Background: an optimization exercise with open tools, aiming at small area, a short achievable clock period and few clock cycles per item. Do not read the settings as production practice.
The RTL was checked by simulation tests, not by an equivalence proof against the original design.
Power and IR drop assume default switching activity.

// pn_eval
module pn_eval #(
  parameter int DATA_W = 3,
  parameter int OUT_W = 64,
  parameter int MAX_LEN = 20
) (
  input  logic              clk,
  input  logic              rst,
  input  logic              in_valid,
  input  logic [DATA_W-1:0] in,
  input  logic              operator,
  input  logic              mode,
  output logic              out_valid,
  output logic [OUT_W-1:0]  out,
  output logic              err
);
  localparam int VD = 9;    
  localparam int PD = 9;    
  localparam int BD = 8;    
  localparam int DW = 30;
  function automatic integer vw(input integer j);
    case (j)
      0: vw = 30;   
      1: vw = 24;
      2: vw = 21;
      3: vw = 18;
      4: vw = 16;
      5: vw = 13;
      6: vw = 10;
      7: vw = 7;
      default: vw = 4;
    endcase
  endfunction
  logic active_q, ended_q, ov_q, err_q, errA_q, errF_q, mode_q;
  logic [4:0] lvl_q, bud_q;
  logic [2:0] wp_q, rp_q;        
  logic [BD-1:0][3:0] buf_q;
  logic first, a_err, fe, a_md, up;
  logic [4:0] a_lvl, a_bud, n_lvl;
  logic [5:0] n_bud;
  assign first = in_valid & ~active_q;
  always_comb begin
    a_md = first ? mode : mode_q;
    a_lvl = first ? (a_md ? 5'd0 : 5'd1) : lvl_q;
    a_bud = first ? (a_md ? 5'd21 : 5'd19) : bud_q;
    a_err = first ? 1'b0 : errA_q;
    up = a_md ^ operator;
    n_lvl = up ? a_lvl + 5'd1 : a_lvl - 5'd1;
    n_bud = up ? {1'b0, a_bud} - 6'd2 : {1'b0, a_bud};
    if (operator && in[1:0] == pn_eval_pkg::OP_RSV) a_err = 1'b1;
    if (a_md ? operator && a_lvl < 5'd2 : a_lvl == 5'd0) a_err = 1'b1;
    if (n_bud[5]) a_err = 1'b1;
    fe = errA_q | (mode_q ? lvl_q != 5'd1 : lvl_q != 5'd0);
  end
  logic ctv_q, ct_op_q;
  logic [2:0] ct_v_q;
  logic [DW-1:0] r_q;
  logic rv_q;
  logic [VD-1:0][DW-1:0] v_q;    
  logic [PD-1:0] pv_q, pl_q;    
  logic [PD-1:0][1:0] po_q;
  logic pend_q, mb_q;
  logic [16:0] q_q;
  logic xt_q, xr_q, mt_q, wt_q, zs_q, zc_q;
  logic [5:0] bd_q;
  logic [DW-1:0] t, x, m, z, res;
  logic [5:0] bd_d;
  logic [DW-1:0] r_d;
  logic rv_d;
  logic [VD-1:0][DW-1:0] v_d;
  ...
Size in the first run: about 2100 cells after synthesis, about 290 flip-flops, ~74 I/O pins, ~18000 sq um of cells after synthesis.
Settings: LEC_CHECK=0, CAP_MARGIN=20, CORE_MARGIN=2, CORE_UTILIZATION=60, PLACE_DENSITY_LB_ADDON=0.2, SETUP_SLACK_MARGIN=1.0, SLEW_MARGIN=20; clock period 16.0 ns.
standard.sh (not shown) runs the stock make flow with config.mk's settings and CLKGATE_MAP_FILE= SYNTH_SCRIPT=/design/flow/synth_recipe.tcl, a recipe that flattens the netlist after the stock synthesis.
==> flow/flow/run.sh <==
#!/bin/bash
# The standard ORFS layout (standard.sh: the standard synthesis, floorplan, power grid, CTS
# and routing), with two changes in how it is made: the port buffers are buf_2 cells (the default
# choice is a slow delay buffer), and repair_timing keeps a larger setup margin than the 16 ns
# clock needs, so that it sizes and buffers the design for speed. Each step's full log stays in
# orfs/logs; make's output is in standard_flow.log.
set -euo pipefail
bash standard.sh "BUFFER_PORTS_ARGS=-buffer_cell sky130_fd_sc_hd__buf_2" SETUP_SLACK_MARGIN=11.4 finish > standard_flow.log 2>&1
Testbench counts at the start, summed over its fixed seeds: cycles 4,812, items 384.
Then changed:
--- a/flow/config.mk
+++ b/flow/config.mk
@@ -10,2 +10,2 @@
-export CORE_UTILIZATION = 60
-export PLACE_DENSITY_LB_ADDON = 0.2
+export CORE_UTILIZATION = 66
+export GPL_ROUTABILITY_DRIVEN = 0
Result:
- final cell count shrinks by 1.5%
- non-clock buffer count grows by 11
- final area grows by 0.43%
- fmax is about the same
- core utilization grows by 7.2 points
- register-to-register slack is about the same
Then changed:
--- a/flow/flow/run.sh
+++ b/flow/flow/run.sh
@@ -8 +8 @@
-bash standard.sh "BUFFER_PORTS_ARGS=-buffer_cell sky130_fd_sc_hd__buf_2" SETUP_SLACK_MARGIN=11.4 finish > standard_flow.log 2>&1
+bash standard.sh "BUFFER_PORTS_ARGS=-buffer_cell sky130_fd_sc_hd__buf_2" SETUP_SLACK_MARGIN=11.6 finish > standard_flow.log 2>&1
--- a/flow/config.mk
+++ b/flow/config.mk
@@ -10,2 +10 @@
-export CORE_UTILIZATION = 66
-export GPL_ROUTABILITY_DRIVEN = 0
+export CORE_UTILIZATION = 60
Outcome:
- clock skew is lower by 0.0033 ns
- global-route usage is lower by 0.95 points
- clock power is higher by a few percent
- critical path depth is higher by 19
- area after synthesis stays the same
Then changed:
--- a/flow/flow/run.sh
+++ b/flow/flow/run.sh
@@ -8 +8 @@
-bash standard.sh "BUFFER_PORTS_ARGS=-buffer_cell sky130_fd_sc_hd__buf_2" SETUP_SLACK_MARGIN=11.6 finish > standard_flow.log 2>&1
+bash standard.sh "BUFFER_PORTS_ARGS=-buffer_cell sky130_fd_sc_hd__buf_2" SETUP_SLACK_MARGIN=11.4 finish > standard_flow.log 2>&1
Maximum frequency is about the same.
Cell area goes down by about 5%.
First-iteration DRC count goes down by about 16%.
Area after synthesis is unchanged.
Clock-buffer cell count drops by 1.
Setup slack is better by 0.0095 ns.
Global-route usage decreases by 1.4 points.
Core utilization went down by 3.5 points.
Worst hold slack gains 0.0082 ns.
Power falls by about 7%.
Synthesized cell count is unchanged.

[port drivers added, routing unchanged]
No port has a modelled driver above. Below, the same layouts with a new extraction and two added sets of constraints. Step 1 (the two cells are an assumption about what drives the block):
set clk [get_ports {clk}]
set_driving_cell -lib_cell sky130_fd_sc_hd__clkbuf_16 $clk
set_driving_cell -lib_cell sky130_fd_sc_hd__buf_2 [delete_from_list [all_inputs] $clk]
Step 2 adds t to the input delays and takes it off the output delays; t is the mean of the earliest and latest rising clock arrival at the registers after step 1. Input paths then give back, and output paths get back, about the clock's delay inside the block. Three values: ideal, step 1, step 2; two values: the first two.
run	t, ns	setup slack, ns	worst slew at a driven data input, ns
the first run	0.639	11.428 / 11.378 / 10.850	0.06
the second run	0.633	11.419 / 11.365 / 10.802	0.09
the third run	0.577	11.383 / 11.383 / 10.851	0.09
the fourth run	0.570	11.393 / 11.338 / 10.848	0.08
After both steps every run listed still meets setup and hold. For the second run, which loses most, drivers alone change the setup slack by -0.054 ns; drivers and shift together by -0.617 ns.
